Source: an optimization exercise on an open RTL-to-GDS flow (aim: small area and a short achievable clock period). Production flows keep margins and buffers that such runs may drop.
RTL that was checked went through simulation tests only; none was proved equivalent to the original.
For run 2, only the layout was checked, not whether the RTL still works.
Power and IR drop assume default switching activity.

$ cat flow/config.mk
export PLATFORM = sky130hd
export DESIGN_NAME = sync_fifo
export DESIGN_NICKNAME = sync_fifo
export VERILOG_FILES = /design/flow/design.v
export SDC_FILE = /design/flow/constraint.sdc
export NUM_CORES = 4
export LEC_CHECK = 0
export CAP_MARGIN = 20
export CORE_MARGIN = 2
export CORE_UTILIZATION = 40
export SLEW_MARGIN = 20
$ cat flow/design.v
module sync_fifo_mem #(
    parameter int ADDR_WIDTH = 8,
    parameter int DATA_WIDTH = 8,
    parameter int DEPTH      = 256
) (
    input  logic                  clk,
    input  logic                  rst,
    input  logic                  we,
    input  logic [ADDR_WIDTH-1:0] waddr,
    input  logic [DATA_WIDTH-1:0] wdata,
    input  logic                  re,
    input  logic [ADDR_WIDTH-1:0] raddr,
    output logic [DATA_WIDTH-1:0] rdata
);
    logic [DATA_WIDTH-1:0] mem [DEPTH];
    logic [DATA_WIDTH-1:0] rdata_q;
    always_ff @(posedge clk) begin
        if (we) begin
            mem[waddr] <= wdata;
        end
    end
    always_ff @(posedge clk) begin
        if (rst) begin
            rdata_q <= '0;
        end else if (re) begin
            rdata_q <= mem[raddr];
        end
    end
    assign rdata = rdata_q;
endmodule
module sync_fifo #(
    parameter int ADDR_WIDTH = 8,
    parameter int DATA_WIDTH = 8
) (
    input  logic                  clk,
    input  logic                  rst,
    input  logic [DATA_WIDTH-1:0] w_data,
    input  logic                  w_push,
    output logic                  w_full,
    input  logic                  r_pop,
    output logic [DATA_WIDTH-1:0] r_data,
    output logic                  r_empty,
    output logic [ADDR_WIDTH:0]   count,
    output logic                  overflow,
    output logic                  underflow
);
    localparam int PTR_WIDTH = ADDR_WIDTH + 1;
    localparam int DEPTH     = 1 << ADDR_WIDTH;
    logic [PTR_WIDTH-1:0] wptr_q, wptr_d;
    logic [PTR_WIDTH-1:0] rptr_q, rptr_d;
    logic                 overflow_q, overflow_d;
    logic                 underflow_q, underflow_d;
    logic                 push_ok, pop_ok;
    assign r_empty = (wptr_q == rptr_q);
    assign w_full  = (wptr_q[ADDR_WIDTH-1:0] == rptr_q[ADDR_WIDTH-1:0]) &&
                     (wptr_q[ADDR_WIDTH] != rptr_q[ADDR_WIDTH]);
    assign count   = wptr_q - rptr_q;
    always_comb begin
        push_ok     = w_push & ~w_full;
        pop_ok      = r_pop & ~r_empty;
        wptr_d      = wptr_q + PTR_WIDTH'(push_ok);
        rptr_d      = rptr_q + PTR_WIDTH'(pop_ok);
        overflow_d  = w_push & w_full;
        underflow_d = r_pop & r_empty;
    end
    always_ff @(posedge clk) begin
        if (rst) begin
            wptr_q      <= '0;
            rptr_q      <= '0;
            overflow_q  <= 1'b0;
            underflow_q <= 1'b0;
        end else begin
            wptr_q      <= wptr_d;
            rptr_q      <= rptr_d;
            overflow_q  <= overflow_d;
            underflow_q <= underflow_d;
        end
    end
    assign overflow  = overflow_q;
    assign underflow = underflow_q;
    sync_fifo_mem #(
        .ADDR_WIDTH(ADDR_WIDTH),
        .DATA_WIDTH(DATA_WIDTH),
        .DEPTH     (DEPTH)
    ) u_mem (
        .clk  (clk),
        .rst  (rst),
        .we   (push_ok & ~rst),
        .waddr(wptr_q[ADDR_WIDTH-1:0]),
        .wdata(w_data),
        .re   (pop_ok),
        .raddr(rptr_q[ADDR_WIDTH-1:0]),
        .rdata(r_data)
    );
endmodule
$ cat flow/constraint.sdc
create_clock -name core_clock -period 3.7 [get_ports {clk}]
set_input_delay 0.7400 -clock core_clock [delete_from_list [all_inputs] [get_ports {clk}]]
set_output_delay 0.7400 -clock core_clock [all_outputs]
set_load 0.01 [all_outputs]
$ cat flow/run.sh
#!/bin/bash
# synth_recipe.tcl (not shown) runs the flow's synth.tcl, then flattens the netlist and writes it again
# the make line also repeats each setting of config.mk as NAME=value (left out here)
make -C /OpenROAD-flow-scripts/flow DESIGN_CONFIG=/design/flow/config.mk WORK_HOME=/design/flow/orfs CLKGATE_MAP_FILE= SYNTH_SCRIPT=/design/flow/synth_recipe.tcl finish
==> results of run 1 <==
[timing repair]
| item | in CTS | in global routing |
|---|---|---|
| hold endpoints to repair | 0 | 0 |
| pin swaps | 2 | 4 |
| endpoints found under the setup margin | 5 | 6 |
| gates resized for setup | 18 | 7 |
| buffers inserted | 2 | 2 |
[cells in the final DEF, fill, tap and decap left out, types with 9 or more instances in the layout]
cell	instances
edfxtp_1	2048
mux4_2	494
buf_4	466
nor2_1	302
clkbuf_16	202
mux2i_1	171
nand2_1	124
clkbuf_1	57
a21oi_1	52
clkinv_1	47
buf_12	46
o21ai_0	34
nand3_1	34
a22oi_1	32
clkinv_2	31
o21ai_1	24
o221ai_1	24
dfxtp_1	22
a221oi_1	20
a211oi_1	19
clkdlybuf4s50_1	19
a31oi_1	18
o22ai_1	18
nand4_1	13
nor3_1	13
nor2b_1	12
inv_1	11
xnor2_1	11
nand2_2	11
and3_1	11
clkbuf_8	11
ha_1	10
xor2_1	9
[registers in the layout (all words and copies together) (netlist names)]
signal	count
u_mem.mem	2048
rptr_q	9
wptr_q	9
u_mem.rdata_q	8
overflow_q	1
underflow_q	1
[cells in the mapped netlist, drive strengths merged (5+ instances only)]
cell     number  area share, %
dfxtp        28           0.69
o22ai        18           0.14
o221ai       24           0.26
o311ai        6          0.065
a31oi        18           0.14
nor2        304            1.4
and3         11          0.085
nor2b        15           0.12
edfxtp     2048             76
clkbuf       95           0.45
o21ai        58           0.36
o211ai        7          0.065
inv          14          0.065
ha           12           0.19
a211oi       19           0.18
nand3        39           0.24
xor2          9          0.097
a221oi       21           0.23
nand2b        7          0.054
a2111oi       5          0.054
nand4        13           0.10
xnor2        11           0.12
nor3         14          0.087
nand2       135           0.63
a21oi        55           0.34
buf         131            1.2
and2          7          0.054
a22oi        32           0.30
mux2i       171            2.1
mux4        494             14
[critical path: stages (launching register included)]
cell	delay, ns
dfxtp_4	0.35
inv_1	0.07
ha_1	0.29
nor2b_1	0.13
o21ai_1	0.20
a21boi_2	0.09
buf_4	0.13
nor2_1	0.13
clkdlybuf4s50_1	0.57
[cell families after synthesis]
group | synth area share [%]
AO/OA/AOI/OAI | 2.44
XOR/XNOR | 0.216
adder cells (fa/ha/maj) | 0.210
buffers and inverters | 1.69
flip-flops | 76.7
multiplexers | 15.9
AND/OR/NAND/NOR | 2.87
[final cells by class]
cell class	count	area, sq um
antenna	2	5.00
multi-input combinational	1549	17600
fill	16600	108000
timing repair buffer	545	4770
clock inverter	106	967
sequential	2076	62100
inverter	15	63.8
tap	2672	3340
clock buffer	262	5310
[metal layers]
metal / wire (microns) / track usage, %
met2: 106000 / 34.4
met5: 13 / 0
met1: 88300 / 29.2
met4: 6890 / 6.58
met3: 16300 / 3.71
[final timing paths]
check | slack, ns | endpoint | startpoint
worst max-delay path | 0.15 | count[3] | rptr_q[1]$_SDFF_PP0_
worst min-delay path | 0.49 | u_mem.mem[249][6]$_DFFE_PP_ | w_data[6]
worst max register to register | 0.22 | u_mem.rdata_q[6]$_SDFFE_PP0P_ | rptr_q[0]$_SDFF_PP0_
worst min register to register | 0.51 | u_mem.rdata_q[4]$_SDFFE_PP0P_ | u_mem.rdata_q[4]$_SDFFE_PP0P_
[stage by stage]
stage	cells	cell area (sq um)	util [%]
2_1_floorplan	3866	80900	-
3_3_place_gp	6852	87800	43.5
3_5_place_dp	6853	87800	43.5
4_1_cts	7223	94100	46.7
5_1_grt	7225	94100	46.7
6_report	7227	94100	46.7
[report_power, final]
group / internal [mW] / switching (mW) / total, mW
combinational: 2.74 / 3.04 / 5.78
clock: 10.7 / 8.85 / 19.6
sequential: 25.9 / 0.0373 / 25.9
total: 39.3 / 11.9 / 51.3
==> summary.txt, run 1 <==
vias in the first global route=between 40000 and 50000; Hold WS=approximately 0.49 ns; vias=about 41000; Slew HR=~30%; unique cell type count in the Yosys netlist=between 60 and 70; total wire length=between 200000 and 250000 microns; Final ANT Viol Nets=0; DRC errors left=0; gpl congestion=0.870; wire per inst=30.1 microns; Power Density=roughly 540 nW/um^2; Crit Path Class=flip-flop to output pin; reg2reg path depth=11; slew of the pin with the lowest slew margin=between 1 and 1.5 ns; CP arrival=2.81 ns; number of synthesized flops with an enable pin=around 2000; Design Power=roughly 51 mW; Slew Viols, Final=0; largest net degree at the start of global routing=120; Most used DFF post-synth=edfxtp_1; clk root buf=clkbuf_16; worst hold-check path type=input pin to flip-flop; H-tree levels=4; startpoint type of the worst setup path=flip-flop; Die H=around 450 microns; Yosys warning count=2; DP Wirelength=between 100000 and 150000 microns; Top-Level Pins=33; Cells after Synth=3866; IO Port Bufs=32; post-synthesis net count=slightly below 4000; post-route clock skew=~0.066 ns; worst skew pair latency=0.86 ns; die area=between 200000 and 250000 sq um; crit share post-route=between 90% and 100%; Num CTS Buffers=202; Final Hold Fails=0; final worst setup slack=around 0.15 ns; core area=202000 sq um; initial DRC count=around 4600; row count=around 170; initial antenna violation count=6; total of max-cap violations=0; Syn Std Cell Area=~81000 sq um; sequential fraction of the synthesis area=between 70% and 80%; deepest clock path buffer count=3; Vias/cell=around 5.7; Global Route Usage Sum=between 20% and 30%; worst path required time=approximately 3.0 ns; clk slew on worst S/H paths=~0.060 ns; Crit. End Element=output pin; maximum VDD drop=0.457 mV; CTS Sinks=around 2100; syn_area_per_cell=20.9 sq um; Chip Width=~450 microns; pre-CTS WS=approximately 0.26 ns; maximum fanout along the worst path=3; f_max=between 200 and 300 MHz; DRT Pass-1 Iters=5; Sum Neg Setup Slack=0 ns; Pleak=~30 nW; initial core utilization=between 40 and 50%; post-layout minimum cycle time=between 3 and 4 ns; outcome=timing/DRC/antenna clean; Layout Nets=between 4000 and 5000; Synth async-reset ratio=0%; share of layout cells above drive strength 1=between 20% and 30%; worst hold stages=1; Final setup viols=0; first-pass GRT wire length=between 300000 and 400000 microns; overflow left after global routing=0; flops & latches, synth=between 2000 and 2500; TritonCTS clock tree=yes; synthesis-to-finish area growth=16.3%; hold_buf cts=0
==> run 2: changes to the inputs <==
==> flow/design.v (replaced) <==
module sync_fifo_mem #(
    parameter int ADDR_WIDTH = 8,
    parameter int DATA_WIDTH = 8,
    parameter int DEPTH      = 256
) (
    input  logic                  clk,
    input  logic                  shift,
    input  logic                  we,
    input  logic [ADDR_WIDTH-1:0] waddr,
    input  logic [DATA_WIDTH-1:0] wdata,
    output logic [DATA_WIDTH-1:0] a0,
    output logic [DATA_WIDTH-1:0] a1
);
    logic [DATA_WIDTH-1:0] mem [DEPTH];
    for (genvar i = 0; i < DEPTH; i++) begin : g_entry
        logic ld, sh, hd;
        logic [DATA_WIDTH-1:0] up;
        if (i == DEPTH-1) begin : g_top
            assign up = '0;
        end else begin : g_mid
            assign up = mem[i+1];
        end
        assign ld = we & (waddr == ADDR_WIDTH'(i));
        assign sh = shift & ~ld;
        assign hd = ~shift & ~ld;
        always_ff @(posedge clk) begin
            mem[i] <= ({DATA_WIDTH{ld}} & wdata) |
                      ({DATA_WIDTH{sh}} & up) |
                      ({DATA_WIDTH{hd}} & mem[i]);
        end
    end
    assign a0 = mem[0];
    assign a1 = mem[1];
endmodule
module sync_fifo #(
    parameter int ADDR_WIDTH = 8,
    parameter int DATA_WIDTH = 8
) (
    input  logic                  clk,
    input  logic                  rst,
    input  logic [DATA_WIDTH-1:0] w_data,
    input  logic                  w_push,
    output logic                  w_full,
    input  logic                  r_pop,
    output logic [DATA_WIDTH-1:0] r_data,
    output logic                  r_empty,
    output logic [ADDR_WIDTH:0]   count,
    output logic                  overflow,
    output logic                  underflow
);
    localparam int DEPTH = 1 << ADDR_WIDTH;
    logic [ADDR_WIDTH:0]   cnt_q;
    logic                  empty_q;
    logic                  overflow_q, underflow_q;
    logic [DATA_WIDTH-1:0] rdata_q;
    logic                  st_shift_q;    
    logic                  st_write_q;    
    logic [ADDR_WIDTH-1:0] st_pos_q;
    logic [DATA_WIDTH-1:0] st_data_q;
    logic                  st_head_q;     
    logic [DATA_WIDTH-1:0] a0, a1;        
    logic                  push_ok, pop_ok;
    logic [ADDR_WIDTH:0]   cnt_inc, cnt_dec;
    logic                  cnt_is1;
    logic [DATA_WIDTH-1:0] head;
    assign push_ok = w_push & ~cnt_q[ADDR_WIDTH];
    assign pop_ok  = r_pop & ~empty_q;
    assign cnt_inc = cnt_q + 1'b1;
    assign cnt_dec = cnt_q - 1'b1;
    assign cnt_is1 = (cnt_q == (ADDR_WIDTH+1)'(1));
    assign head = st_head_q ? st_data_q : (st_shift_q ? a1 : a0);
    always_ff @(posedge clk) begin
        if (rst) begin
            cnt_q       <= '0;
            empty_q     <= 1'b1;
            overflow_q  <= 1'b0;
            underflow_q <= 1'b0;
            rdata_q     <= '0;
            st_shift_q  <= 1'b0;
            st_write_q  <= 1'b0;
            st_head_q   <= 1'b0;
        end else begin
            if (push_ok & ~pop_ok)      cnt_q <= cnt_inc;
            else if (pop_ok & ~push_ok) cnt_q <= cnt_dec;
            empty_q     <= (empty_q & ~push_ok) | (cnt_is1 & pop_ok & ~push_ok);
            overflow_q  <= w_push & cnt_q[ADDR_WIDTH];
            underflow_q <= r_pop & empty_q;
            if (pop_ok) rdata_q <= head;
            st_shift_q  <= pop_ok;
            st_write_q  <= push_ok;
            st_head_q   <= push_ok & (empty_q | (cnt_is1 & pop_ok));
        end
    end
    always_ff @(posedge clk) begin
        st_data_q <= w_data;
        st_pos_q  <= pop_ok ? cnt_dec[ADDR_WIDTH-1:0] : cnt_q[ADDR_WIDTH-1:0];
    end
    sync_fifo_mem #(
        .ADDR_WIDTH(ADDR_WIDTH),
        .DATA_WIDTH(DATA_WIDTH),
        .DEPTH     (DEPTH)
    ) u_mem (
        .clk  (clk),
        .shift(st_shift_q),
        .we   (st_write_q),
        .waddr(st_pos_q),
        .wdata(st_data_q),
        .a0   (a0),
        .a1   (a1)
    );
    assign count     = cnt_q;
    assign w_full    = cnt_q[ADDR_WIDTH];
    assign r_empty   = empty_q;
    assign overflow  = overflow_q;
    assign underflow = underflow_q;
    assign r_data    = rdata_q;
endmodule
--- a/flow/config.mk
+++ b/flow/config.mk
@@ -6,6 +6,7 @@
 export NUM_CORES = 4
 export LEC_CHECK = 0
+export ABC_AREA = 1
 export CAP_MARGIN = 20
 export CORE_MARGIN = 2
-export CORE_UTILIZATION = 40
+export CORE_UTILIZATION = 55
 export SLEW_MARGIN = 20
==> summary.txt, run 2 <==
Synth async-reset ratio=0% (unchanged); Yosys warning count=3 (+1); maximum VDD drop=0.513 mV (+12%); row count=141 (-15%); worst hold stages=1 (unchanged); CTS Sinks=2087 (+0.53%); slew of the pin with the lowest slew margin=1.09 ns (+0.0365 ns); Most used DFF post-synth=dfxtp_1; Internal=39.2 mW (-0.30%); most area-consuming cells after synthesis=dfxtp_1 (51%), nand2_1 (28%), nand3_1 (13%), nor2_1 (2.5%), nor2_2 (1.8%); Layout Nets=11600 (+160%); switching part of the total power=25.6% (+2.4 points); ordered list of cells on the worst path=inv_1 > nor2_2 > nand2_1 > nor2_2 > nor2_1 > nand2_1 > nand3_1; power share of the combinational group=8.4% (-2.9 points); Final Instance Area=91000 sq um (-3.3%); Design Power=52.7 mW (+2.9%); Post-synth top cells=nand2_1 (6173), dfxtp_1 (2087), nand3_1 (2033); worst hold-check path type=input pin to flip-flop; initial core utilization=55.2% (+15 points); top flop regs=u_mem.mem x2048, cnt_q x9; Die H=389 microns (-14%); Top-Level Pins=33 (unchanged); TritonCTS clock tree=yes; overflow left after global routing=0 (unchanged); commonest non-fill, non-tap cells in the layout=nand2_1 (6172), dfxtp_1 (2078), nand3_1 (2032); total wire length=229000 microns (+5.3%); f_max=332 MHz (+18%); Global Route Usage Sum=29.8% (+8.7 points); final worst setup slack=0.688 ns (+0.542 ns); worst r2r dst=u_mem.mem[81][3]$_DFF_P_; Seq pwr share=50.5% (about the same); number of synthesized flops with an enable pin=0 (-100%); power share of the clock group=41.0% (+2.8 points); clk slew on worst S/H paths=0.06 ns (about the same); CP top delay family=simple AND/OR/NAND/NOR gates; Power Density=579 nW/um^2 (+6.4%); largest net degree at the start of global routing=97 (-19%); Synth area leader=dfxtp_1; CP Buf/Inv Count=1 (-2); sequential fraction of the synthesis area=51.4% (-25 points); hold path start=w_data[7]; Crit. End Element=flip-flop; Biggest register=u_mem.mem; FF-to-FF setup slack=0.69 ns (+0.47 ns); flops & latches, synth=2087 (+0.53%); reg2reg path depth=7 (-4); # fillers=13700 (-18%); vias=73600 (+78%); vias in the first global route=69100 (+66%); area of placed instances=84000 sq um (-4.4%); delay of the slowest critical-path stage=0.74 ns (+0.17 ns); DP Wirelength=148000 microns (+7.8%); Syn Std Cell Area=81300 sq um (+0.49%); hold_buf cts=0 (unchanged); Num CTS Buffers=212 (+5.0%); post-synthesis net count=11600 (+200%); startpoint type of the worst setup path=flip-flop; DRC errors left=0 (unchanged); most frequent cell after synthesis=nand2_1; Chip Width=389 microns (-14%); most common cell after layout, fill and taps aside=nand2_1; total of max-cap violations=0 (unchanged); initial DRC count=5581 (+20%); outcome=timing/DRC/antenna clean; gpl congestion=0.863 (-0.88%); wire per inst=16.7 microns (-45%); Final Hold Fails=0 (unchanged); area share of the largest cell type after synthesis=51.4% (-25 points); Largest register FFs=2048 (unchanged); unique cell type count in the Yosys netlist=28 (-56%); Final setup viols=0 (unchanged); clk root buf=clkbuf_16; IO Port Bufs=32 (unchanged); n_diodes=0 (-2); maximum fanout along the worst path=11 (+8); Vias/cell=5.36 (-6.5%); Slew Viols, Final=0 (unchanged); worst skew pair latency=0.82 ns (-0.04 ns); Final ANT Viol Nets=0 (unchanged); Psw=13.5 mW (+13%); first-pass GRT wire length=369000 microns (+19%); syn_area_per_cell=7.00 sq um (-67%); initial antenna violation count=2 (-4); share of layout cells above drive strength 1=6.07% (-23 points); post-CTS setup buffers=0 (-2); DRT Pass-1 Iters=6 (+1); die area=151000 sq um (-27%); Crit Path Class=flip-flop to flip-flop; pre-CTS WS=0.652 ns (+0.391 ns); worst path required time=4.39 ns (+1.43 ns); Min-Delay Endpoint=st_data_q[7]$_DFF_P_; crit share post-route=81.4% (-15 points); CP arrival=3.70 ns (+0.89 ns); post_cts resized=0 (-18); post-layout minimum cycle time=3.01 ns (-0.542 ns); deepest clock path buffer count=3 (unchanged); RR Startpoint=st_pos_q[6]$_DFF_P_; Cells after Synth=11600 (+200%); Slew HR=27.1% (-2.4 points); Sum Neg Setup Slack=0 ns (unchanged); slowest cell on the critical path=nor2_2; unrepaired setup endpoints after global routing=no; Pleak=38.3 nW (+29%); H-tree levels=4 (unchanged); post-route clock skew=0.0242 ns (-0.0415 ns); synthesis-to-finish area growth=11.9%; core area=147000 sq um (-27%)
run 2: cells by family after synthesis:
kind of cell	after synthesis	synth area share, %
AOI/OAI and AO/OA	99	0.700
DFF	2087	51.4
buffers and inverters	390	1.96
adders and majority gates	4	0.0615
xor gates and xnor gates	3	0.0323
and+or+nand+nor	9029	45.9
run 2: worst register-to-register path, stage by stage, from the launching register on:
cell and delay (ns):
dfxtp_1 0.56, inv_1 0.11, nor2_2 0.30, nand2_1 0.70
nor2_2 0.76, nor2_1 0.28, nand2_1 0.13, nand3_1 0.08
run 2: power groups by stage:
stage                     clock [mW]  sequential, mW  combinational, mW
after floorplan                    0            26.4               3.29
after global routing            22.8            26.9               5.08
after global placement             0            27.0               4.30
after detailed placement           0            27.0               4.45
after CTS                       21.9            26.6               4.47
final                           21.6            26.6               4.46
run 2: area by class of cell:
| type | count | area, sq um | area share [%] |
|---|---|---|---|
| well taps | 1930 | 2410 | 2.65 |
| inverters | 64 | 248 | 0.272 |
| repair buffers | 122 | 1530 | 1.68 |
| multi-input cells | 9135 | 38000 | 41.7 |
| clock buffers | 327 | 6350 | 6.98 |
| clock inverters | 63 | 708 | 0.778 |
| flip-flops and latches | 2087 | 41800 | 45.9 |
run 2: how the worst max path moves through the flow:
stage | from | to | slack, ns | cells after the start
6_report | st_pos_q[6]$_DFF_P_ | u_mem.mem[81][3]$_DFF_P_ | 0.69 | 7
5_1_grt | st_pos_q[5]$_DFF_P_ | u_mem.mem[237][7]$_DFF_P_ | 0.53 | 7
4_1_cts | st_pos_q[6]$_DFF_P_ | u_mem.mem[81][3]$_DFF_P_ | 0.66 | 7
3_5_place_dp | st_pos_q[6]$_DFF_P_ | u_mem.mem[81][1]$_DFF_P_ | 0.65 | 7
3_3_place_gp | st_pos_q[4]$_DFF_P_ | u_mem.mem[81][0]$_DFF_P_ | 0.75 | 7
2_1_floorplan | r_pop | cnt_q[8]$_SDFFE_PP0P_ | 1.64 | 8
run 2: through the flow:
stage | hold slack (ns) | instances | util, %
6_report | 0.358 | 13700 | 61.8
2_1_floorplan | 0.429 | 11600 | -
5_1_grt | 0.332 | 13700 | 61.8
4_1_cts | 0.309 | 13700 | 61.8
3_5_place_dp | 0.442 | 13300 | 57.0
3_3_place_gp | 0.437 | 13300 | 57.0
run 2: routing by layer:
| metal | vias up | global-route usage [%] | routed length (microns) |
|---|---|---|---|
| li1 | 37200 | - | - |
| met1 | 34200 | 41.4 | 107000 |
| met2 | 1849 | 48.7 | 104000 |
| met3 | 369 | 3.88 | 12900 |
| met4 | 0 | 8.16 | 5760 |
| met5 | - | 0 | 0 |
==> run 3: changes to the inputs <==
--- a/flow/design.v
+++ b/flow/design.v
@@ -6,4 +6,5 @@
     input  logic                  clk,
     input  logic                  shift,
+    input  logic                  hold,
     input  logic                  we,
     input  logic [ADDR_WIDTH-1:0] waddr,
@@ -14,5 +15,5 @@
     logic [DATA_WIDTH-1:0] mem [DEPTH];
     for (genvar i = 0; i < DEPTH; i++) begin : g_entry
-        logic ld, sh, hd;
+        logic                  ld;
         logic [DATA_WIDTH-1:0] up;
         if (i == DEPTH-1) begin : g_top
@@ -22,10 +23,8 @@
         end
         assign ld = we & (waddr == ADDR_WIDTH'(i));
-        assign sh = shift & ~ld;
-        assign hd = ~shift & ~ld;
         always_ff @(posedge clk) begin
-            mem[i] <= ({DATA_WIDTH{ld}} & wdata) |
-                      ({DATA_WIDTH{sh}} & up) |
-                      ({DATA_WIDTH{hd}} & mem[i]);
+            mem[i] <= ({DATA_WIDTH{shift}} & up) |
+                      ({DATA_WIDTH{hold}}  & mem[i]) |
+                      ({DATA_WIDTH{ld}}    & wdata);
         end
     end
@@ -55,4 +54,5 @@
     logic [DATA_WIDTH-1:0] rdata_q;
     logic                  st_shift_q;    
+    logic                  st_hold_q;     
     logic                  st_write_q;    
     logic [ADDR_WIDTH-1:0] st_pos_q;
@@ -78,4 +78,5 @@
             rdata_q     <= '0;
             st_shift_q  <= 1'b0;
+            st_hold_q   <= 1'b0;
             st_write_q  <= 1'b0;
             st_head_q   <= 1'b0;
@@ -88,4 +89,5 @@
             if (pop_ok) rdata_q <= head;
             st_shift_q  <= pop_ok;
+            st_hold_q   <= ~pop_ok;
             st_write_q  <= push_ok;
             st_head_q   <= push_ok & (empty_q | (cnt_is1 & pop_ok));
@@ -103,4 +105,5 @@
         .clk  (clk),
         .shift(st_shift_q),
+        .hold (st_hold_q),
         .we   (st_write_q),
         .waddr(st_pos_q),
--- a/flow/config.mk
+++ b/flow/config.mk
@@ -6,5 +6,4 @@
 export NUM_CORES = 4
 export LEC_CHECK = 0
-export ABC_AREA = 1
 export CAP_MARGIN = 20
 export CORE_MARGIN = 2
==> summary.txt, run 3 <==
outcome=timing/DRC/antenna clean; clk root buf=clkbuf_16; startpoint type of the worst setup path=flip-flop; crit share post-route=78.1% (-3.3 points); slowest cell on the critical path=dfxtp_1; maximum fanout along the worst path=14 (+3); share of layout cells above drive strength 1=7.45% (+1.4 points); Final ANT Viol Nets=0 (unchanged); post-synthesis net count=7378 (-37%); row count=132 (-6.4%); slew of the pin with the lowest slew margin=1.25 ns (+0.153 ns); total of max-cap violations=0 (unchanged); area share of the largest cell type after synthesis=57.9% (+6.5 points); Post-Synth Simple-Gate Area=1.79% (-44 points); post-layout minimum cycle time=2.89 ns (-0.121 ns); Cells after Synth=7362 (-37%); core area=130000 sq um (-12%); Post-synth top cells=dfxtp_1 (2088), o21ai_0 (2047), a22oi_1 (2041); overflow left after global routing=0 (unchanged); Vias/cell=6.43 (+20%); post-CTS setup buffers=0 (unchanged); syn_area_per_cell=9.81 sq um (+40%); first-pass GRT wire length=303000 microns (-18%); CP arrival=2.15 ns (-1.55 ns); worst hold-check path type=input pin to flip-flop; commonest non-fill, non-tap cells in the layout=dfxtp_1 (2085), o21ai_0 (2047), a22oi_1 (2041); Crit Path Class=flip-flop to output pin; Yosys warning count=3 (unchanged); vias=57000 (-23%); met2 wire len=92200 microns (-11%); die area=134000 sq um (-11%); Largest register FFs=2048 (unchanged); flops & latches, synth=2088 (+0.048%); Slew HR=16.7% (-10 points); Crit. End Element=output pin; initial core utilization=55.6% (+0.35 points); Most used DFF post-synth=dfxtp_1; Pleak=25.8 nW (-33%); maximum VDD drop=0.480 mV (-6.6%); Syn Std Cell Area=72200 sq um (-11%); DRT Pass-1 Iters=6 (unchanged); post-route clock skew=0.0220 ns (-0.00213 ns); Global Route Usage Sum=28.0% (-1.8 points); number of synthesized flops with an enable pin=0 (unchanged); unrepaired setup endpoints after global routing=no; mux cell area share after synthesis=0.158% (+0.16 points); synthesis-to-finish area growth=11.7%; worst skew pair latency=0.81 ns (about the same); Synth async-reset ratio=0% (unchanged); Final Hold Fails=0 (unchanged); adder-cell share of the synthesized area=0.0693% (+0.0078 points); Multi-input gate area=27500 sq um (-28%); main combinational cell family by area after synthesis=compound AO/OA/AOI/OAI gates; gpl congestion=0.770 (-11%); most frequent cell after synthesis=dfxtp_1; CP top delay family=flip-flops; Final setup viols=0 (unchanged); Die H=366 microns (-5.7%); ordered list of cells on the worst path=clkdlybuf4s50_1; top layer in use=met4; most area-consuming cells after synthesis=dfxtp_1 (58%), a22oi_1 (21%), o21ai_0 (14%), clkbuf_1 (4.2%), nand2_1 (1.1%); met3 routed WL=8650 microns (-33%); Layout Nets=6985 (-40%); Hold WS=0.377 ns (+0.0195 ns); H-tree levels=4 (unchanged); post_cts resized=0 (unchanged); largest net degree at the start of global routing=175 (+80%); DRC errors left=0 (unchanged); Sum Neg Setup Slack=0 ns (unchanged); Core Util, Final=62.1% (+0.28 points); clk slew on worst S/H paths=0.06 ns (about the same); Top-Level Pins=33 (unchanged); delay of the slowest critical-path stage=0.69 ns (-0.05 ns); IO Port Bufs=32 (unchanged); initial DRC count=5269 (-5.6%); unique cell type count in the Yosys netlist=39 (+39%); deepest clock path buffer count=3 (unchanged); hold_buf cts=0 (unchanged); sequential fraction of the synthesis area=57.9% (+6.5 points); f_max=346 MHz (+4.2%); DP Wirelength=102000 microns (-31%); M1 WL=91600 microns (-14%); Slew Viols, Final=0 (unchanged); post-synthesis compound-gate area fraction=35.7% (+35 points); Post-Synth XOR/XNOR Area=0.133% (+0.10 points); # fillers=11000 (-19%); initial antenna violation count=4 (+2); Power Density=586 nW/um^2 (+1.1%); Chip Width=366 microns (-5.7%); Biggest register=u_mem.mem; register area=41800 sq um (about the same); Num CTS Buffers=205 (-3.3%); worst path required time=2.96 ns (-1.43 ns); Synth area leader=dfxtp_1; most common cell after layout, fill and taps aside=dfxtp_1; TritonCTS clock tree=yes; total wire length=196000 microns (-14%); top flop regs=u_mem.mem x2048, cnt_q x9; CTS Sinks=2088 (+0.048%); wire per inst=22.1 microns (+32%); vias in the first global route=51000 (-26%); CP Buf/Inv Count=1 (unchanged)
[run 3: cell types whose count changed in the layout (fill, tap and decap cells not counted), sizes merged, moves of 8 or more]
cell    before   now
a21oi       37    15
o21ai       28  2059
nand3     2047    13
mux2i        0     8
nor2       791    27
a22oi        0  2041
clkinv      45    20
inv         69    12
nand2     6184   214
o211ai      24     0
buf         90   191
[run 3: layout make-up]
| type | count | area share (%) |
|---|---|---|
| Antenna cell | 1 | 0.00310 |
| Clock buffer | 332 | 7.81 |
| Sequential cell | 2088 | 51.8 |
| Inverter | 5 | 0.0233 |
| Tap cell | 1742 | 2.70 |
| Clock inverter | 35 | 0.470 |
| Timing Repair Buffer | 223 | 3.10 |
| Multi-Input combinational cell | 4446 | 34.1 |
[run 3: metrics by stage]
stage	std cells	cell area [sq um]	total power [mW]	worst slack, ns
final	8872	80700	47.3	0.809
after global placement	8504	74000	27.2	0.730
after CTS	8871	80700	47.6	0.769
after floorplan	7362	72200	25.5	1.07
after global routing	8871	80700	48.8	0.731
after detailed placement	8504	74000	27.2	0.710
[run 3: cells by family (layout without fill, tap and decap cells)]
group | after synthesis | in the layout
xor gates and xnor gates | 11 | 11
muxes | 11 | 11
adders and majority gates | 4 | 4
other | 0 | 1
and+or+nand+nor | 299 | 299
DFF | 2088 | 2088
AOI/OAI and AO/OA | 4121 | 4121
buffers and inverters | 828 | 595
[run 3: where the power goes]
group / internal, mW / total (mW) / switching, mW
combinational: 0.806 / 3.66 / 2.86
clock: 12.0 / 20.5 / 8.50
sequential: 22.7 / 23.1 / 0.375
total: 35.6 / 47.3 / 11.7
[run 3: final timing paths]
check,from,to,slack [ns],cells after the start
hold / removal,w_data[2],st_data_q[2]$_DFF_P_,0.38,1
setup reg to reg,st_pos_q[4]$_DFF_P_,u_mem.mem[29][7]$_DFF_P_,1.18,4
hold reg to reg,u_mem.mem[255][0]$_DFF_P_,u_mem.mem[255][0]$_DFF_P_,0.47,2
setup / recovery,cnt_q[3]$_SDFFE_PP0P_,count[3],0.81,1
[run 3: routing by layer]
metal  up-vias  GRT usage, %
met4         0          6.98
met1     28400          39.8
li1      27100             -
met5         -             0
met2      1301          45.4
met3       247          3.21
==> run 4: changes to the inputs <==
--- a/flow/config.mk
+++ b/flow/config.mk
@@ -9,3 +9,5 @@
 export CORE_MARGIN = 2
 export CORE_UTILIZATION = 55
+export SETUP_SLACK_MARGIN = 1.9
 export SLEW_MARGIN = 20
+export TNS_END_PERCENT = 5
==> summary.txt, run 4 <==
vias in the first global route=51300 (+0.44%); commonest non-fill, non-tap cells in the layout=dfxtp_1 (2060), a22oi_1 (2041), o21ai_0 (2026); startpoint type of the worst setup path=flip-flop; Slew HR=42.5% (+26 points); Num CTS Buffers=206 (+0.49%); Hold WS=0.357 ns (-0.0206 ns); n_diodes=0 (-1); Synth area leader=dfxtp_1; Biggest register=u_mem.mem; clk slew on worst S/H paths=0.06 ns (about the same); share of layout cells above drive strength 1=9.72% (+2.3 points); TritonCTS clock tree=yes; adder-cell share of the synthesized area=0.0693% (unchanged); delay of the slowest critical-path stage=0.35 ns (-0.34 ns); Chip Width=366 microns (unchanged); Largest register FFs=2048 (unchanged); Power Density=589 nW/um^2 (+0.47%); Min-Delay Endpoint=st_data_q[1]$_DFF_P_; maximum fanout along the worst path=2 (-12); Synth async-reset ratio=0% (unchanged); CP Launch Point=cnt_q[3]$_SDFFE_PP0P_; DRT Pass-1 Iters=6 (unchanged); Vias/cell=6.46 (+0.46%); worst r2r dst=u_mem.mem[35][1]$_DFF_P_; crit share post-route=55.2% (-23 points); Design Power=48.3 mW (+2.2%); worst hold-check path type=input pin to flip-flop; Sum Neg Setup Slack=0 ns (unchanged); sequential fraction of the synthesis area=57.9% (unchanged); slew of the pin with the lowest slew margin=0.863 ns (-0.384 ns); Post-Synth XOR/XNOR Area=0.133% (unchanged); post-route clock skew=0.0243 ns (+0.00222 ns); maximum VDD drop=0.455 mV (-5.2%); Crit Path Class=flip-flop to output pin; Global Route Usage Sum=29.1% (+1.1 points); CTS Sinks=2088 (unchanged); wire per inst=23.3 microns (+5.2%); hold path start=w_data[1]; Slew Viols, Final=0 (unchanged); FF-to-FF setup slack=1.68 ns (+0.50 ns); Top-Level Pins=33 (unchanged); flops & latches, synth=2088 (unchanged); total wire length=208000 microns (+6.0%); Syn Std Cell Area=72200 sq um (unchanged); post-synthesis net count=7378 (unchanged); vias=57700 (+1.2%); Most used DFF post-synth=dfxtp_1; Die H=366 microns (unchanged); Cells after Synth=7362 (unchanged); top flop regs=u_mem.mem x2048, cnt_q x9; Final Instance Area=82100 sq um (+1.7%); Final ANT Viol Nets=0 (unchanged); worst path required time=2.96 ns (about the same); Core Util, Final=63.2% (+1.1 points); worst hold stages=1 (unchanged); Pleak=26.3 nW (+2.2%); CP arrival=1.30 ns (-0.85 ns); worst skew pair latency=0.83 ns (+0.02 ns); Layout Nets=7041 (+0.80%); IO Port Bufs=32 (unchanged); post-synthesis compound-gate area fraction=35.7% (unchanged); Post-Synth Simple-Gate Area=1.79% (unchanged); main combinational cell family by area after synthesis=compound AO/OA/AOI/OAI gates; unique cell type count in the Yosys netlist=39 (unchanged); row count=132 (unchanged); CP top delay family=flip-flops; hold_buf cts=0 (unchanged); DRC errors left=0 (unchanged); Final setup viols=0 (unchanged); initial antenna violation count=8 (+4); die area=134000 sq um (unchanged); f_max=490 MHz (+42%); syn_area_per_cell=9.81 sq um (unchanged); most area-consuming cells after synthesis=dfxtp_1 (58%), a22oi_1 (21%), o21ai_0 (14%), clkbuf_1 (4.2%), nand2_1 (1.1%); Yosys warning count=3 (unchanged); number of synthesized flops with an enable pin=0 (unchanged); overflow left after global routing=0 (unchanged); CP Buf/Inv Count=1 (unchanged); gpl congestion=0.780 (+1.3%); outcome=timing/DRC/antenna clean; # fillers=11000 (-0.52%); post-layout minimum cycle time=2.04 ns (-0.848 ns); ordered list of cells on the worst path=buf_2; most common cell after layout, fill and taps aside=dfxtp_1; H-tree levels=4 (unchanged); slowest cell on the critical path=dfxtp_4; largest net degree at the start of global routing=196 (+12%); clk root buf=clkbuf_16; mux cell area share after synthesis=0.158% (unchanged); reg2reg path depth=4 (unchanged); area of placed instances=73800 sq um (-0.25%); deepest clock path buffer count=3 (unchanged); initial core utilization=55.6% (unchanged); Crit. End Element=output pin; Post-synth top cells=dfxtp_1 (2088), o21ai_0 (2047), a22oi_1 (2041); total of max-cap violations=0 (unchanged); RR Startpoint=st_pos_q[2]$_DFF_P_; initial DRC count=6337 (+20%); most frequent cell after synthesis=dfxtp_1; synthesis-to-finish area growth=13.7%; first-pass GRT wire length=311000 microns (+2.8%); Final Hold Fails=0 (unchanged); area share of the largest cell type after synthesis=57.9% (unchanged); core area=130000 sq um (unchanged); DP Wirelength=100000 microns (-1.7%); unrepaired setup endpoints after global routing=yes
==> run 4: worst max-delay path by stage <==
stage	to	slack (ns)	depth (start not counted)
floorplan	cnt_q[3]$_SDFFE_PP0P_	1.45	9
global placement	cnt_q[5]$_SDFFE_PP0P_	0.97	7
detailed placement	cnt_q[8]$_SDFFE_PP0P_	1.00	8
CTS	count[8]	1.60	1
global route	count[8]	1.61	1
finish	count[3]	1.66	1
==> run 4: cell families (layout without fill, tap and decap cells) <==
group | Yosys count | in the layout
AO/OA/AOI/OAI | 4121 | 4121
XOR/XNOR | 11 | 11
adder cells (fa/ha/maj) | 4 | 4
buffers and inverters | 828 | 647
flip-flops | 2088 | 2088
multiplexers | 11 | 11
AND/OR/NAND/NOR | 299 | 312
==> run 4: per-stage QoR <==
| step | setup slack, ns | cells |
|---|---|---|
| global route | 1.61 | 8936 |
| floorplan | 1.45 | 7362 |
| detailed placement | 1.00 | 8479 |
| finish | 1.66 | 8936 |
| global placement | 0.966 | 8479 |
| CTS | 1.60 | 8914 |
==> run 4: routing by layer <==
metal | GRT usage (%) | wire (microns)
met3 | 3.71 | 11200
met2 | 46.8 | 96700
met5 | 0 | 0
met1 | 41.3 | 95600
met4 | 7.79 | 4490
==> run 4: power breakdown <==
part / internal, mW / switching (mW) / total, mW
registers: 22.7 / 0.295 / 23.0
logic: 1.14 / 3.37 / 4.52
clock network: 12.1 / 8.71 / 20.8
total: 36.0 / 12.4 / 48.3
==> run 4: final cells by class <==
class / instances / area (sq um) / area share [%]
Clock inverter: 41 / 437 / 0.532
Inverter: 5 / 23.8 / 0.0290
Multi-Input combinational cell: 4459 / 28000 / 34.1
Tap cell: 1742 / 2180 / 2.66
Timing Repair Buffer: 265 / 3190 / 3.88
Sequential cell: 2088 / 41900 / 51.0
Clock buffer: 336 / 6370 / 7.76
==> run 4: what timing repair did <==
item / 4_1_cts / 5_1_grt
gates cloned: 10 / 7
resized for setup: 198 / 98
pin swaps: 17 / 8
setup endpoints to repair: 2082 / 1732
buffers inserted: 48 / 15
==> run 5: changes to the inputs <==
--- a/flow/config.mk
+++ b/flow/config.mk
@@ -9,5 +9,5 @@
 export CORE_MARGIN = 2
 export CORE_UTILIZATION = 55
-export SETUP_SLACK_MARGIN = 1.9
+export SETUP_SLACK_MARGIN = 1.5
 export SLEW_MARGIN = 20
 export TNS_END_PERCENT = 5
==> summary.txt, run 5 <==
outcome=timing/DRC/antenna clean; hold_buf cts=0 (unchanged); worst skew pair latency=0.83 ns (about the same); Layout Nets=6988 (-0.75%); deepest clock path buffer count=3 (unchanged); top flop regs=u_mem.mem x2048, cnt_q x9; worst r2r dst=u_mem.mem[195][1]$_DFF_P_; initial DRC count=6308 (-0.46%); total of max-cap violations=0 (unchanged); Chip Width=366 microns (unchanged); crit share post-route=60.4% (+5.2 points); unique cell type count in the Yosys netlist=39 (unchanged); Largest register FFs=2048 (unchanged); overflow left after global routing=0 (unchanged); most area-consuming cells after synthesis=dfxtp_1 (58%), a22oi_1 (21%), o21ai_0 (14%), clkbuf_1 (4.2%), nand2_1 (1.1%); Final setup viols=0 (unchanged); Crit Path Class=flip-flop to flip-flop; clk root buf=clkbuf_16; RR Startpoint=st_pos_q[2]$_DFF_P_; Pleak=25.9 nW (-1.8%); DP Wirelength=100000 microns (unchanged); vias=57300 (-0.72%); Power Density=590 nW/um^2 (+0.28%); CTS Sinks=2088 (unchanged); area share of the largest cell type after synthesis=57.9% (unchanged); f_max=448 MHz (-8.6%); Psw=12.1 mW (-1.9%); Cells after Synth=7362 (unchanged); hold path start=w_data[1]; TritonCTS clock tree=yes; ordered list of cells on the worst path=nor2_1 > buf_4 > nand3_4 > buf_12 > o21ai_0; Biggest register=u_mem.mem; Synth area leader=dfxtp_1; maximum VDD drop=0.426 mV (-6.4%); Final ANT Viol Nets=0 (unchanged); first-pass GRT wire length=307000 microns (-1.3%); DRC errors left=0 (unchanged); core area=130000 sq um (unchanged); initial core utilization=55.6% (unchanged); post-synthesis net count=7378 (unchanged); Final Instance Area=81000 sq um (-1.3%); Hold WS=0.357 ns (+0.000150 ns); Seq pwr share=48.2% (+0.5 points); fin cells=8884 (-0.58%); Vias/cell=6.45 (-0.14%); switching part of the total power=25.4% (-0.22 points); power share of the clock group=43.4% (+0.4 points); worst hold stages=1 (unchanged); Post-synth top cells=dfxtp_1 (2088), o21ai_0 (2047), a22oi_1 (2041); Sum Neg Setup Slack=0 ns (unchanged); vias in the first global route=51100 (-0.37%); commonest non-fill, non-tap cells in the layout=dfxtp_1 (2063), o21ai_0 (2047), a22oi_1 (2041); Most used DFF post-synth=dfxtp_1; number of synthesized flops with an enable pin=0 (unchanged); dpl cells=8479 (unchanged); Syn Std Cell Area=72200 sq um (unchanged); area of placed instances=73800 sq um (unchanged); worst path required time=4.43 ns (+1.47 ns); post-layout minimum cycle time=2.23 ns (+0.191 ns); syn_area_per_cell=9.81 sq um (unchanged); slew of the pin with the lowest slew margin=0.964 ns (+0.102 ns); synthesis-to-finish area growth=12.2%; Die H=366 microns (unchanged); sequential fraction of the synthesis area=57.9% (unchanged); Yosys warning count=3 (unchanged); flops & latches, synth=2088 (unchanged); Final Hold Fails=0 (unchanged); wire per inst=22.6 microns (-2.7%); total wire length=201000 microns (-3.3%); largest net degree at the start of global routing=196 (unchanged); delay of the slowest critical-path stage=0.54 ns (+0.19 ns); Min-Delay Endpoint=st_data_q[1]$_DFF_P_; Global Route Usage Sum=28.6% (-0.52 points); unrepaired setup endpoints after global routing=yes; post-route clock skew=0.0262 ns (+0.00199 ns); Num CTS Buffers=206 (unchanged); CP arrival=2.96 ns (+1.66 ns); slowest cell on the critical path=nand3_4; maximum fanout along the worst path=50 (+48); Crit. End Element=flip-flop; most frequent cell after synthesis=dfxtp_1; power share of the combinational group=8.4% (-1.0 points); Internal=35.7 mW (-0.72%); gpl congestion=0.780 (unchanged); share of layout cells above drive strength 1=8.30% (-1.4 points); row count=132 (unchanged); worst hold-check path type=input pin to flip-flop; most common cell after layout, fill and taps aside=dfxtp_1; FF-to-FF setup slack=1.47 ns (-0.21 ns); Synth async-reset ratio=0% (unchanged); clk slew on worst S/H paths=0.06 ns (about the same); reg2reg path depth=5 (+1); DRT Pass-1 Iters=6 (unchanged); H-tree levels=4 (unchanged); initial antenna violation count=4 (-4); die area=134000 sq um (unchanged); Top-Level Pins=33 (unchanged); startpoint type of the worst setup path=flip-flop; IO Port Bufs=32 (unchanged); Slew HR=35.7% (-6.8 points); Slew Viols, Final=0 (unchanged)
[run 5: final cells by class]
class                           instances  area, sq um
Multi-Input combinational cell       4451        27700
Fill cell                           11100        48900
Clock inverter                         41          437
Timing Repair Buffer                  220         2470
Sequential cell                      2088        41900
Tap cell                             1742         2180
Inverter                                5         18.8
Antenna cell                            1         2.50
Clock buffer                          336         6370
[run 5: metal layers]
metal,global-route usage (%),wire [microns]
met3,3.62,8760
met5,0,0
met2,46.1,94400
met4,7.61,4300
met1,40.5,93600
[run 5: power groups by stage]
stage / Clock, mW / Combinational, mW / Sequential [mW]
2_1_floorplan: 0 / 2.18 / 23.4
3_3_place_gp: 0 / 3.63 / 23.6
3_5_place_dp: 0 / 3.63 / 23.6
4_1_cts: 21.1 / 3.92 / 23.1
5_1_grt: 22.0 / 4.27 / 23.1
6_report: 20.8 / 4.03 / 23.1
[run 5: repair_timing]
action                                  in CTS  in global routing
setup buffers                               18                  4
gates resized for setup                    104                 13
endpoints found under the setup margin    1505                698
gates cloned                                 5                  0
pin swaps                                    5                  2
[run 5: cell families (layout without fill, tap and decap cells)]
family	Yosys count	count (layout)	share of synthesized area, %
other	0	1	0
adders and majority gates	4	4	0.0693
and+or+nand+nor	299	304	1.79
buffers and inverters	828	602	4.31
muxes	11	11	0.158
DFF	2088	2088	57.9
AOI/OAI and AO/OA	4121	4121	35.7
xor gates and xnor gates	11	11	0.133
[run 5: worst max-delay path, delay by kind of cell, from the launching register on]
kind	cells	cell delay (ns)
flip-flops	1	0.41
AND/OR/NAND/NOR	2	0.67
buffers and inverters	2	0.78
AO/OA/AOI/OAI	1	0.20
[run 5: worst max-delay path by stage]
stage,cells past startpoint,to,slack (ns),startpoint
after floorplan,9,cnt_q[3]$_SDFFE_PP0P_,1.45,r_pop
after global placement,7,cnt_q[5]$_SDFFE_PP0P_,0.97,r_pop
after detailed placement,8,cnt_q[8]$_SDFFE_PP0P_,1.00,r_pop
after CTS,1,r_data[0],1.17,rdata_q[0]$_SDFFE_PP0P_
after global routing,5,u_mem.mem[51][4]$_DFF_P_,1.39,st_pos_q[5]$_DFF_P_
final,5,u_mem.mem[195][1]$_DFF_P_,1.47,st_pos_q[2]$_DFF_P_
[run 5: stage by stage]
| step | setup slack, ns | util, % | power [mW] |
|---|---|---|---|
| 6_report | 1.47 | 62.3 | 47.8 |
| 5_1_grt | 1.39 | 62.3 | 49.4 |
| 4_1_cts | 1.17 | 62.3 | 48.1 |
| 3_5_place_dp | 1.00 | 56.8 | 27.2 |
| 3_3_place_gp | 0.966 | 56.8 | 27.2 |
| 2_1_floorplan | 1.45 | - | 25.6 |
==> run 6: changes to the inputs <==
--- a/flow/config.mk
+++ b/flow/config.mk
@@ -8,6 +8,8 @@
 export CAP_MARGIN = 20
 export CORE_MARGIN = 2
-export CORE_UTILIZATION = 55
-export SETUP_SLACK_MARGIN = 1.5
+export CORE_UTILIZATION = 70
+export CTS_CLUSTER_DIAMETER = 100
+export CTS_CLUSTER_SIZE = 30
+export SETUP_SLACK_MARGIN = 1.9
 export SLEW_MARGIN = 20
 export TNS_END_PERCENT = 5
==> summary.txt, run 6 <==
largest net degree at the start of global routing=206 (+5.1%); top flop regs=u_mem.mem x2048, cnt_q x9; Power Density=497 nW/um^2 (-16%); M2 GR Usage=56.0% (+9.9 points); clk slew on worst S/H paths=0.11 ns (+0.05 ns); Stages on worst setup path=5 (unchanged); most common cell after layout, fill and taps aside=dfxtp_1; Post-synth top cells=dfxtp_1 (2088), o21ai_0 (2047), a22oi_1 (2041); ordered list of cells on the worst path=buf_4 > or3_4 > or4_4 > a21oi_4 > mux2_4; maximum VDD drop=0.462 mV (+8.5%); unrepaired setup endpoints after global routing=yes; delay of the slowest critical-path stage=0.45 ns (-0.09 ns); Global Route Usage Sum=34.9% (+6.4 points); row count=117 (-11%); commonest non-fill, non-tap cells in the layout=dfxtp_1 (2057), a22oi_1 (2041), o21ai_0 (2041); flops & latches, synth=2088 (unchanged); worst r2r dst=cnt_q[5]$_SDFFE_PP0P_; Num CTS Buffers=79 (-62%); Hold WS=0.334 ns (-0.0232 ns); deepest clock path buffer count=3 (unchanged); worst skew pair latency=0.71 ns (-0.12 ns); Crit. End Element=flip-flop; worst hold stages=2 (+1); synthesis-to-finish area growth=6.94%; Most used DFF post-synth=dfxtp_1; Synth area leader=dfxtp_1; GRT busiest layer=met2; most area-consuming cells after synthesis=dfxtp_1 (58%), a22oi_1 (21%), o21ai_0 (14%), clkbuf_1 (4.2%), nand2_1 (1.1%); core area=102000 sq um (-22%); syn_area_per_cell=9.81 sq um (unchanged); maximum fanout along the worst path=6 (-88%); initial antenna violation count=4 (unchanged); Vias/cell=7.03 (+8.9%); die area=106000 sq um (-21%); Top-Level Pins=33 (unchanged); RR Startpoint=cnt_q[1]$_SDFFE_PP0P_; Cells after Synth=7362 (unchanged); post-synthesis net count=7378 (unchanged); Syn Std Cell Area=72200 sq um (unchanged); CP Launch Point=cnt_q[1]$_SDFFE_PP0P_; unique cell type count in the Yosys netlist=39 (unchanged); CP top delay family=simple AND/OR/NAND/NOR gates; slew of the pin with the lowest slew margin=0.972 ns (+0.00708 ns); power share of the clock group=27.7% (-16 points); Die H=325 microns (-11%); post-layout minimum cycle time=1.99 ns (-0.247 ns); slowest cell on the critical path=or4_4; TritonCTS clock tree=yes; initial DRC count=7733 (+23%); H-tree levels=3 (-1); initial core utilization=70.8% (+15 points); Pleak=24.1 nW (-6.9%); Largest register FFs=2048 (unchanged); area share of the largest cell type after synthesis=57.9% (unchanged); switching part of the total power=27.0% (+1.6 points); number of synthesized flops with an enable pin=0 (unchanged); CTS Sinks=2088 (unchanged); DP Wirelength=98000 microns (-2.4%); DRT Pass-1 Iters=8 (+2); crit share post-route=53.7% (-6.7 points); vias in the first global route=50900 (-0.30%); f_max=503 MHz (+12%); DRC errors left=0 (unchanged); Crit Path Class=flip-flop to flip-flop; Yosys warning count=3 (unchanged); vias=58300 (+1.7%); Seq pwr share=60.0% (+12 points); Layout Nets=6935 (-0.76%); CP arrival=2.59 ns (-0.37 ns); wire per inst=23.9 microns (+5.5%); total wire length=198000 microns (-1.6%); Slew Viols, Final=0 (unchanged); post-route clock skew=0.0292 ns (+0.00297 ns); # fillers=7495 (-32%); outcome=timing/DRC/antenna clean; reg2reg path depth=5 (unchanged); Final ANT Viol Nets=0 (unchanged); IO Port Bufs=32 (unchanged); Final setup viols=0 (unchanged); total of max-cap violations=0 (unchanged); Internal=28.0 mW (-22%); worst path required time=4.30 ns (-0.13 ns); power share of the combinational group=12.3% (+3.9 points); Final Hold Fails=0 (unchanged); Chip Width=325 microns (-11%); GR met3 Demand/Resource=4.45% (+0.82 points); gpl congestion=0.798 (+2.4%); Psw=10.4 mW (-15%); Synth async-reset ratio=0% (unchanged); Slew HR=35.2% (-0.47 points); Sum Neg Setup Slack=0 ns (unchanged); worst hold-check path type=input pin to flip-flop; FF-to-FF setup slack=1.71 ns (+0.25 ns); startpoint type of the worst setup path=flip-flop; share of layout cells above drive strength 1=7.83% (-0.47 points); first-pass GRT wire length=297000 microns (-3.4%); overflow left after global routing=0 (unchanged); Biggest register=u_mem.mem; CP Capture Point=cnt_q[5]$_SDFFE_PP0P_; clk root buf=clkbuf_16; routing usage on met1=48.6% (+8.1 points); CP Buf/Inv Count=1 (-1); sequential fraction of the synthesis area=57.9% (unchanged); most frequent cell after synthesis=dfxtp_1
run 6: worst min path at each step:
stage,startpoint,to,slack [ns]
6_report,r_pop,underflow_q$_SDFF_PP0_,0.33
5_1_grt,r_pop,underflow_q$_SDFF_PP0_,0.34
4_1_cts,w_data[2],st_data_q[2]$_DFF_P_,0.43
3_5_place_dp,u_mem.mem[255][4]$_DFF_P_,u_mem.mem[255][4]$_DFF_P_,0.45
3_3_place_gp,u_mem.mem[255][3]$_DFF_P_,u_mem.mem[255][3]$_DFF_P_,0.44
2_1_floorplan,u_mem.mem[255][0]$_DFF_P_,u_mem.mem[255][0]$_DFF_P_,0.43
run 6: cell type report:
| cell class | count | area, sq um | share of cell area (%) |
|---|---|---|---|
| antenna | 2 | 5.00 | 0.00648 |
| clock buffer | 83 | 2030 | 2.63 |
| clock inverter | 1 | 16.3 | 0.0211 |
| inverter | 5 | 23.8 | 0.0308 |
| multi-input combinational | 4462 | 28200 | 36.5 |
| sequential | 2088 | 41900 | 54.2 |
| tap | 1368 | 1710 | 2.22 |
| timing repair buffer | 283 | 3360 | 4.35 |
run 6: what timing repair did:
item | 4_1_cts | 5_1_grt
endpoints found under the hold margin | 0 | 0
gates cloned | 21 | 3
pin swaps | 23 | 8
hold buffers | 0 | 0
gates resized for setup | 245 | 86
buffers inserted | 74 | 23
endpoints found under the setup margin | 2085 | 1965
run 6: cells by family after synthesis:
group	count (synthesis)	share of synthesized area, %
fa+ha+maj	4	0.0693
buf+inv	828	4.31
xor+xnor	11	0.133
compound gates	4121	35.7
mux	11	0.158
simple gates	299	1.79
flops	2088	57.9
run 6: per-stage QoR:
| stage | power, mW | cell area (sq um) | util [%] | std cells | setup slack (ns) |
|---|---|---|---|---|---|
| floorplan | 25.6 | 72300 | - | 7362 | 1.45 |
| global placement | 27.0 | 73100 | 71.7 | 8085 | 0.608 |
| detailed placement | 27.0 | 73100 | 71.7 | 8085 | 0.607 |
| CTS | 38.0 | 76700 | 75.2 | 8264 | 1.72 |
| global route | 39.4 | 77200 | 75.7 | 8290 | 1.68 |
| finish | 38.4 | 77200 | 75.7 | 8292 | 1.71 |
run 6: power by group through the flow:
| stage | Combinational [mW] | Clock, mW | Sequential [mW] |
|---|---|---|---|
| 2_1_floorplan | 2.18 | 0 | 23.4 |
| 3_3_place_gp | 3.45 | 0 | 23.6 |
| 3_5_place_dp | 3.46 | 0 | 23.6 |
| 4_1_cts | 4.31 | 10.7 | 23.0 |
| 5_1_grt | 4.91 | 11.4 | 23.1 |
| 6_report | 4.74 | 10.6 | 23.0 |
run 6: routing by layer:
metal | routed length, microns | vias to the layer above
met4 | 7690 | 6
met2 | 92700 | 2123
met1 | 83800 | 28800
met5 | 40 | -
met3 | 13700 | 450
li1 | - | 26900

## what the ideal ports hide
The flow's constraints put no driver on any port. The routed layouts listed below were extracted and timed again, unchanged, in two steps.
Step 1: set_driving_cell puts a clkbuf_16 on clk and a buf_2 on each other input, an assumption about the parent block.
Step 2, shift: input delay + t, output delay - t, t = (earliest + latest rising clock arrival at the registers) / 2. This alone moves slack from input paths to output paths.
Three values: ideal ports, drivers, drivers and shift; two values: the first two.
run | shift t [ns] | setup WS [ns] | latest minus earliest clock arrival (ns) | worst data-port slew with drivers (ns) | pins driven straight from the clock port
run 1 | 0.912 | 0.146 / 0.067 / 0.224 | 0.077 / 0.077 | 0.06 | 1
run 2 | 0.891 | 0.688 / 0.688 / 0.688 | 0.027 / 0.027 | 0.04 | 1
run 3 | 0.882 | 0.809 / 0.726 / 0.690 | 0.024 / 0.024 | 0.03 | 1
run 4 | 0.899 | 1.658 / 1.573 / 0.919 | 0.024 / 0.025 | 0.03 | 1
run 5 | 0.899 | 1.466 / 1.466 / 0.918 | 0.027 / 0.027 | 0.03 | 1
run 6 | 0.775 | 1.714 / 1.661 / 1.063 | 0.030 / 0.030 | 0.03 | 1
After both steps setup and hold are still met in every run listed. For run 4, which loses most, drivers alone change the setup slack by -0.085 ns; drivers and shift together by -0.739 ns.
